Background: an optimization exercise with open tools, aiming at small area. Do not read the settings as production practice.
At most, simulation tests tie the RTL to the original design; equivalence was not proved.
Power and IR drop assume default switching activity.

==> flow/design.v (excerpt) <==
module exe_top #(
    parameter int XLEN = exe_pkg::XLEN_DEF
) (
    input  wire                  clk_i,
    input  wire                  rst_i,
    input  wire                  in_valid_i,
    output logic                 in_ready_o,
    input  wire [31:0]           inst_i,
    input  wire [XLEN-1:0]       inst_addr_i,
    input  wire [XLEN-1:0]       op1_i,
    input  wire [XLEN-1:0]       op2_i,
    input  wire [4:0]            reg_waddr_i,
    input  wire                  reg_we_i,
    output logic                 out_valid_o,
    input  wire                  out_ready_i,
    output logic                 reg_we_o,
    output logic [4:0]           reg_waddr_o,
    output logic [XLEN-1:0]      reg_wdata_o,
    output logic                 mem_we_o,
    output logic [XLEN-1:0]      mem_addr_o,
    output logic [XLEN-1:0]      mem_wdata_o,
    output logic [3:0]           mem_op_o,
    output logic                 jump_en_o,
    output logic [XLEN-1:0]      jump_addr_o
);
==> flow/config.mk <==
export PLATFORM = sky130hd
export DESIGN_NAME = exe_top
export DESIGN_NICKNAME = exe_top
export VERILOG_FILES = /design/flow/design.v
export SDC_FILE = /design/flow/constraint.sdc
export NUM_CORES = 4
export LEC_CHECK = 0
export ABC_AREA = 1
export CAP_MARGIN = 20
export CORE_MARGIN = 2
export CORE_UTILIZATION = 45
export GPL_TIMING_DRIVEN = 0
export SETUP_SLACK_MARGIN = 0.1
export SLEW_MARGIN = 20
==> flow/constraint.sdc <==
create_clock -name core_clock -period 5.0 [get_ports {clk_i}]
set_input_delay 1.0000 -clock core_clock [delete_from_list [all_inputs] [get_ports {clk_i}]]
set_output_delay 1.0000 -clock core_clock [all_outputs]
set_load 0.01 [all_outputs]
standard.sh (not shown) runs the stock make flow with config.mk's settings and CLKGATE_MAP_FILE= SYNTH_SCRIPT=/design/flow/synth_recipe.tcl, a recipe that flattens the netlist after the stock synthesis.
==> flow/flow/run.sh <==
#!/bin/bash
# Standard ORFS layout (the standard.sh) with these changes:
#  - synthesis buffers are removed before global placement (as the
#    timing-driven mode does);
#  - the port buffers are made from the smallest buffer cell;
#  - clock tree synthesis uses small clock buffers and no dummy loads.
# Tool output goes to standard.log and ORFS's per-step logs under orfs/logs.
here=$(pwd)
export BUFFER_PORTS_ARGS="-buffer_cell sky130_fd_sc_hd__buf_1"
export PRE_GLOBAL_PLACE_TCL="$here/flow/pre_gpl.tcl"
export CTS_ARGS="-sink_clustering_enable -repair_clock_nets -dont_use_dummy_load -buf_list sky130_fd_sc_hd__clkbuf_8 -root_buf sky130_fd_sc_hd__clkbuf_8 -sink_clustering_size 10"
bash standard.sh > standard.log 2>&1
==> flow/flow/pre_gpl.tcl <==
# drop synthesis buffers; repair_design re-buffers where slew or load needs it
if { !$::env(GPL_TIMING_DRIVEN) } {
  remove_buffers
}
The first run finished with timing, DRC and antenna clean.
Then changed:
--- a/flow/design.v
+++ b/flow/design.v
@@ -171,31 +171,33 @@
     assign s0 = shamt[0] ? {{1{fill}},  sh_in[31:1]}  : sh_in;
     assign s1 = shamt[1] ? {{2{fill}},  s0[31:2]}     : s0;
     assign s2 = shamt[2] ? {{4{fill}},  s1[31:4]}     : s1;
     assign s3 = shamt[3] ? {{8{fill}},  s2[31:8]}     : s2;
     assign s4 = shamt[4] ? {{16{fill}}, s3[31:16]}    : s3;
     logic [31:0] w1_d, w2_d;
     logic e_add, e_p, e_g, e_shr, e_shl, e_slt, e_sltu;
-    assign e_add  = ~sel_pc4 & (~sel_alu | f3 == 3'b000);
-    assign e_p    = ~sel_pc4 & sel_alu & f3[2] & ~f3[0];
-    assign e_g    = ~sel_pc4 & sel_alu & f3[2] & f3[1];
-    assign e_shr  = ~sel_pc4 & sel_alu & f3 == 3'b101;
-    assign e_shl  = ~sel_pc4 & sel_alu & f3 == 3'b001;
-    assign e_slt  = ~sel_pc4 & sel_alu & f3 == 3'b010;
-    assign e_sltu = ~sel_pc4 & sel_alu & f3 == 3'b011;
+    logic e_pc4;
+    assign e_pc4  = sel_pc4 & ld;
+    assign e_add  = ~sel_pc4 & (~sel_alu | f3 == 3'b000) & ld;
+    assign e_p    = ~sel_pc4 & sel_alu & f3[2] & ~f3[0] & ld;
+    assign e_g    = ~sel_pc4 & sel_alu & f3[2] & f3[1] & ld;
+    assign e_shr  = ~sel_pc4 & sel_alu & f3 == 3'b101 & ld;
+    assign e_shl  = ~sel_pc4 & sel_alu & f3 == 3'b001 & ld;
+    assign e_slt  = ~sel_pc4 & sel_alu & f3 == 3'b010 & ld;
+    assign e_sltu = ~sel_pc4 & sel_alu & f3 == 3'b011 & ld;
     logic [31:0] w1_rest;
     logic        slt_k, e_lt;
     always_comb begin
         for (int i = 0; i < 32; i++)
             w1_rest[i] = (p_a[i] & e_p) | (g_a[i] & e_g) |
-                         (s4[i] & e_shr) | (s4[31-i] & e_shl) | (pc4[i] & sel_pc4);
+                         (s4[i] & e_shr) | (s4[31-i] & e_shl) | (pc4[i] & e_pc4);
     end
     assign e_lt  = e_slt | e_sltu;
     assign slt_k = e_slt & (op1_i[31] ^ op2_i[31]);
-    assign w1_d  = w1_rest | (sum_a & {32{e_add}}) | {31'b0, e_lt & (lt_u ^ slt_k)};
+    assign w1_d  = w1_rest | (~w1_n & {32{hd}}) | (sum_a & {32{e_add}}) | {31'b0, e_lt & (lt_u ^ slt_k)};
     logic e_op2, e_sb, e_sa;
     assign e_op2 = ~opc[6] & ld;
     assign e_sb  = opc[6] & (opc[3] | ~opc[2]) & ld;
     assign e_sa  = opc[6] & ~opc[3] & opc[2] & ld;
     assign w2_d  = (op2_i & {32{e_op2}}) | (sum_b & {32{e_sb}}) | ({sum_a[31:1], 1'b0} & {32{e_sa}}) | (~w2_n & {32{hd}});
     logic       reg_we_d, wb_d, jump_en_d;
     logic [4:0] waddr_d;
@@ -231,15 +233,15 @@
         if (rst_i) begin
             out_valid_o <= 1'b0;
         end else if (in_ready_o) begin
             out_valid_o <= in_valid_i;
         end
     end
     always_ff @(posedge clk_i) begin
-        w1_n        <= (~w1_d & {32{ld}}) | (w1_n & {32{hd}});
+        w1_n        <= ~w1_d;
         w2_n        <= ~w2_d;
         wb_n        <= (~wb_d & ld) | (wb_n & hd);
         reg_we_o    <= (reg_we_d & ld) | (reg_we_o & hd);
         reg_waddr_o <= (waddr_d & {5{ld}}) | (reg_waddr_o & {5{hd}});
         mem_we_o    <= (is_st & ld) | (mem_we_o & hd);
         mem_op_o    <= (mem_op_d & {4{ld}}) | (mem_op_o & {4{hd}});
         jump_en_o   <= (jump_en_d & ld) | (jump_en_o & hd);
What happened: The new run went through all stages and came out clean; wire length went up by 4.2%; design area is about the same; clock-buffer cell count stays the same; via count increases by 2.7%; setup slack got worse by 0.074 ns; global-route usage rose by 2.0 points; total power rises by 0.55%; hold slack gets better by 0.0036 ns; die area went down by 0.48%; flip-flop and latch count does not change; synthesized area fell by 0.49%; synthesized cell count rose by 2.7%.
Only the layout flow was run in the first run of this note; the RTL was not checked for function there.


Setup of run D:
Another version of the RTL of exe_top (not shown whole).
Size: ~78 flip-flops, roughly 280 I/O pins, ~10000 sq um of cells after synthesis.
export LEC_CHECK = 0
export ABC_AREA = 1
export CAP_MARGIN = 20
export CORE_MARGIN = 2
export CORE_UTILIZATION = 45
export GPL_TIMING_DRIVEN = 0
export SETUP_SLACK_MARGIN = 0.05
export SLEW_MARGIN = 20
create_clock -name core_clock -period 5.0 [get_ports {clk_i}]
==> flow/flow/run.sh <==
#!/bin/bash
# ORFS layout built on the standard.sh, with these changes:
#  - synthesis is the standard flow's synthesis script unchanged except that ABC maps the
#    logic with flow/abc_map.script (delay-targeted mapping with area
#    recovery, delay target in ps in the script). Registers are mapped before
#    ABC runs, so they are the standard synthesis's registers;
#  - synthesis buffers are removed before global placement (as the
#    timing-driven mode does);
#  - the port buffers are made from the smallest buffer cell;
#  - clock tree synthesis uses small clock buffers and no dummy loads.
# Tool output goes to synth.log, standard.log and ORFS's per-step logs.
set -e
here=$(pwd)
{ head -n 1 synth_recipe.tcl
  echo "proc abc {args} { set i [lsearch -exact \$args -script]; if {\$i >= 0} { lset args [expr {\$i+1}] $here/flow/abc_map.script }; yosys abc {*}\$args }"
  tail -n +2 synth_recipe.tcl; } > flow_synth.tcl
mk=$(grep '^make -C' standard.sh | sed "s|SYNTH_SCRIPT=[^ ]*|SYNTH_SCRIPT=$here/flow_synth.tcl|; s|\"\${@:-finish}\"|synth|")
eval "$mk" > synth.log 2>&1
export BUFFER_PORTS_ARGS="-buffer_cell sky130_fd_sc_hd__buf_1"
export PRE_GLOBAL_PLACE_TCL="$here/flow/pre_gpl.tcl"
export CTS_ARGS="-sink_clustering_enable -repair_clock_nets -dont_use_dummy_load -buf_list sky130_fd_sc_hd__clkbuf_4 -root_buf sky130_fd_sc_hd__clkbuf_8 -sink_clustering_size 8"
bash standard.sh > standard.log 2>&1
==> flow/flow/abc_map.script <==
strash
dch -x
map -B 0.9 -D 1700
topo
stime -c
buffer -c
upsize -c -D 1700
dnsize -c -D 1700
Scripts as last shown in full above: flow/flow/pre_gpl.tcl
Inputs modified between run D and run E:
-- flow/design.v --
<<< run D, line 158
    assign eq   = &p_c;
    logic [31:0] pc4;
    always_comb begin
        logic [29:0] t;
        t = inst_addr_i[31:2];
        for (int i = 1; i <= 5; i++)
            for (int j = 2**i - 1; j < 30; j = j + 2**i)
                t[j] = t[j] & t[j - 2**(i-1)];
        for (int i = 5; i > 0; i--)
            for (int j = 2**i + 2**(i-1) - 1; j < 30; j = j + 2**i)
                t[j] = t[j] & t[j - 2**(i-1)];
        pc4[1:0] = inst_addr_i[1:0];
        pc4[2]   = ~inst_addr_i[2];
        for (int i = 3; i < 32; i++) pc4[i] = inst_addr_i[i] ^ t[i-3];
    end
    logic taken;
>>> run E, line 158
    assign eq   = &p_c;
    logic [31:0] pc4;
    assign pc4[1:0] = inst_addr_i[1:0];
    assign pc4[2]   = ~inst_addr_i[2];
    for (genvar i = 3; i < 32; i++) begin : g_pc4
        assign pc4[i] = inst_addr_i[i] ^ (&inst_addr_i[i-1:2]);
    end
    logic taken;
Notes after the runs:
When run E is measured against run D, its critical path depth turns out 4 higher. Status: clock slew at the register clock pins of the worst setup and hold paths parity (run E, run D). Max-slew headroom at the worst pin delta (run E − run D): unfavourable. Number of distinct standard cells referenced by the synthesized netlist on run E is up relative to run D. Run E vs. run D: routed via count divided by cell count went up by 1.8%. Number of vias in the routed layout: run E > run D.
Only the layout flow was run in run D; the RTL was not checked for function there.


exe_top, a different RTL version from the one above (not shown whole).
Size in the first run: roughly 78 flip-flops, roughly 10000 µm² of cells after synthesis.
// exe_top
module exe_top #(
    parameter int XLEN = exe_pkg::XLEN_DEF
) (
    input  wire                  clk_i,
    input  wire                  rst_i,
    input  wire                  in_valid_i,
    output logic                 in_ready_o,
    input  wire [31:0]           inst_i,
    input  wire [XLEN-1:0]       inst_addr_i,
    input  wire [XLEN-1:0]       op1_i,
    input  wire [XLEN-1:0]       op2_i,
    input  wire [4:0]            reg_waddr_i,
    input  wire                  reg_we_i,
    output logic                 out_valid_o,
    input  wire                  out_ready_i,
    output logic                 reg_we_o,
    output logic [4:0]           reg_waddr_o,
    output logic [XLEN-1:0]      reg_wdata_o,
    output logic                 mem_we_o,
    output logic [XLEN-1:0]      mem_addr_o,
    output logic [XLEN-1:0]      mem_wdata_o,
    output logic [3:0]           mem_op_o,
    output logic                 jump_en_o,
    output logic [XLEN-1:0]      jump_addr_o
);
==> flow/config.mk <==
export PLATFORM = sky130hd
export DESIGN_NAME = exe_top
export DESIGN_NICKNAME = exe_top
export VERILOG_FILES = /design/flow/design.v
export SDC_FILE = /design/flow/constraint.sdc
export NUM_CORES = 4
export LEC_CHECK = 0
export ABC_AREA = 1
export CAP_MARGIN = 20
export CORE_MARGIN = 2
export CORE_UTILIZATION = 45
export GPL_TIMING_DRIVEN = 0
export SETUP_SLACK_MARGIN = 0.05
export SLEW_MARGIN = 20
==> flow/constraint.sdc <==
create_clock -name core_clock -period 5.0 [get_ports {clk_i}]
set_input_delay 1.0000 -clock core_clock [delete_from_list [all_inputs] [get_ports {clk_i}]]
set_output_delay 1.0000 -clock core_clock [all_outputs]
set_load 0.01 [all_outputs]
==> flow/flow/abc_map.script <==
strash
dch -f
map -B 0.9 -D 1500
topo
stime -c
buffer -c
upsize -c -D 1500
dnsize -c -D 1500
Scripts as last shown in full above: flow/flow/run.sh, flow/flow/pre_gpl.tcl
==> next run, changes <==
--- a/flow/design.v
+++ b/flow/design.v
@@ -94,22 +94,22 @@
         for (int i = 5; i > 0; i--) begin
             for (int j = 2**i + 2**(i-1) - 1; j < 32; j = j + 2**i) begin
                 g[j] = g[j] | (p[j] & g[j - 2**(i-1)]);
                 p[j] = p[j] & p[j - 2**(i-1)];
             end
         end
         c = {g, cin};
         carries_bk = c;
     endfunction
     logic ld, hd;
-    assign ld = ~out_valid_o | out_ready_i;
-    assign hd = ~ld;
+    assign ld = ~out_valid_o | out_ready_i;    
+    assign hd = out_valid_o & ~out_ready_i;    
     logic [6:0] opc;
     logic [2:0] f3;
     logic       f7_zero, f7_alt;
     logic       is_opi, is_opr, is_lui, is_ld, is_st, is_br, is_jmp;
     logic       alu_ok;
     assign opc     = inst_i[6:0];
     assign f3      = inst_i[14:12];
     assign f7_zero = inst_i[31:25] == 7'b0000000;
     assign f7_alt  = inst_i[31:25] == 7'b0100000;
     assign is_opi  = opc == rv_isa_pkg::OPC_I;
@@ -150,24 +150,32 @@
     logic [31:0] p_c, g_c;
     logic [32:0] c_c;
     logic        lt_u, lt_s, eq;
     assign p_c  = ~(op1_i ^ op2_i);
     assign g_c  = op1_i & ~op2_i;
     assign c_c  = carries_bk(p_c, g_c, 1'b1);
     assign lt_u = ~c_c[32];
     assign lt_s = lt_u ^ op1_i[31] ^ op2_i[31];
     assign eq   = &p_c;
     logic [31:0] pc4;
-    assign pc4[1:0] = inst_addr_i[1:0];
-    assign pc4[2]   = ~inst_addr_i[2];
-    for (genvar i = 3; i < 32; i++) begin : g_pc4
-        assign pc4[i] = inst_addr_i[i] ^ (&inst_addr_i[i-1:2]);
+    always_comb begin
+        logic [29:0] t;
+        t = inst_addr_i[31:2];
+        for (int i = 1; i <= 5; i++)
+            for (int j = 2**i - 1; j < 30; j = j + 2**i)
+                t[j] = t[j] & t[j - 2**(i-1)];
+        for (int i = 5; i > 0; i--)
+            for (int j = 2**i + 2**(i-1) - 1; j < 30; j = j + 2**i)
+                t[j] = t[j] & t[j - 2**(i-1)];
+        pc4[1:0] = inst_addr_i[1:0];
+        pc4[2]   = ~inst_addr_i[2];
+        for (int i = 3; i < 32; i++) pc4[i] = inst_addr_i[i] ^ t[i-3];
     end
     logic taken;
     logic br_k, taken_eq, taken_lt;
     assign br_k     = f3[0] ^ (~f3[1] & (op1_i[31] ^ op2_i[31]));
     assign taken_eq = is_br & ~f3[2] & ~f3[1] & (eq ^ f3[0]);
     assign taken_lt = is_br & f3[2] & (lt_u ^ br_k);
     assign taken    = taken_eq | taken_lt;
     logic [31:0] sh_in, s0, s1, s2, s3, s4;
     logic        fill;
     logic [4:0]  shamt;
@@ -240,26 +248,37 @@
     always_ff @(posedge clk_i) begin
         if (rst_i) begin
             out_valid_o <= 1'b0;
         end else if (in_ready_o) begin
             out_valid_o <= in_valid_i;
         end
     end
     always_ff @(posedge clk_i) begin
         w1_n        <= ~w1_d;
         w2_n        <= ~w2_d;
-        wb_n        <= (~wb_d & ld) | (wb_n & hd);
-        reg_we_o    <= (reg_we_d & ld) | (reg_we_o & hd);
-        reg_waddr_o <= (waddr_d & {5{ld}}) | (reg_waddr_o & {5{hd}});
-        mem_we_o    <= (is_st & ld) | (mem_we_o & hd);
-        mem_op_o    <= (mem_op_d & {4{ld}}) | (mem_op_o & {4{hd}});
-        jump_en_o   <= (jump_en_d & ld) | (jump_en_o & hd);
+    end
+    always_ff @(posedge clk_i) begin
+        if (rst_i) begin
+            wb_n        <= 1'b0;
+            reg_we_o    <= 1'b0;
+            reg_waddr_o <= 5'd0;
+            mem_we_o    <= 1'b0;
+            mem_op_o    <= exe_pkg::MEM_NOP;
+            jump_en_o   <= 1'b0;
+        end else if (ld) begin
+            wb_n        <= ~wb_d;
+            reg_we_o    <= reg_we_d;
+            reg_waddr_o <= waddr_d;
+            mem_we_o    <= is_st;
+            mem_op_o    <= mem_op_d;
+            jump_en_o   <= jump_en_d;
+        end
     end
     logic mem_n, st_n;
     assign mem_n = ~|mem_op_o;
     assign st_n  = ~(mem_op_o[3] | (mem_op_o[2] & mem_op_o[1]));
     assign reg_wdata_o = ~(w1_n | {32{wb_n}});
     assign mem_addr_o  = ~(w1_n | {32{mem_n}});
     assign mem_wdata_o = ~(w2_n | {32{st_n}});
     assign jump_addr_o = ~(w2_n | {32{~jump_en_o}});
 endmodule
 `default_nettype wire
The changed run finished clean.
Count of clock-buffer cells in the layout is unchanged.
Final area climbs slightly.
Sequential share of layout area came out lower by 1.2 points.
Register-to-register slack is worse by 0.11 ns.
Synthesized area shrinks slightly.
Worst hold slack degrades by 0.11 ns.
Wire length shrinks by a few percent.
Sequential power went down by a few percent.
Power is lower by a few percent.
Global-route usage goes down by 2.3 points.
Non-clock buffer count stays the same.
Function was not checked in any run of this note: the RTL went through the layout flow alone.

-- static timing again, ports no longer ideal --
How much do the figures lean on ideal ports? The routed layouts below were timed once more, with nothing changed but the port constraints.
Step 1 assumes that a clkbuf_16 drives the clock port and a buf_2 every other input.
Step 2 also shifts input and output timing later by t, the mid clock arrival at the registers, as if the neighbouring blocks saw the same clock.
Three values: ideal, step 1, step 2; two values: the first two.
run	t, ns	setup slack, ns	worst setup path after step 2	clock arrival spread, ns	pins driven straight from the clock port
the first run of note 1	0.415	0.241 / 0.261 / -0.154	input to register	0.036 / 0.035	1
the second run of note 1	0.402	0.167 / 0.187 / -0.216	input to register	0.031 / 0.031	1
run D	0.419	0.270 / 0.283 / -0.136	input to register	0.022 / 0.022	1
run E	0.418	0.279 / 0.266 / -0.152	input to register	0.031 / 0.031	1
the first run of note 3	0.434	0.252 / 0.261 / -0.173	input to register	0.031 / 0.030	1
the second run of note 3	0.414	0.223 / 0.155 / -0.259	input to register	0.022 / 0.022	1
Met with ideal ports but missed after step 2: setup timing in every run listed. The setup slack of the second run of note 3, which loses most, moves by -0.068 ns with the drivers and by -0.482 ns with both steps.
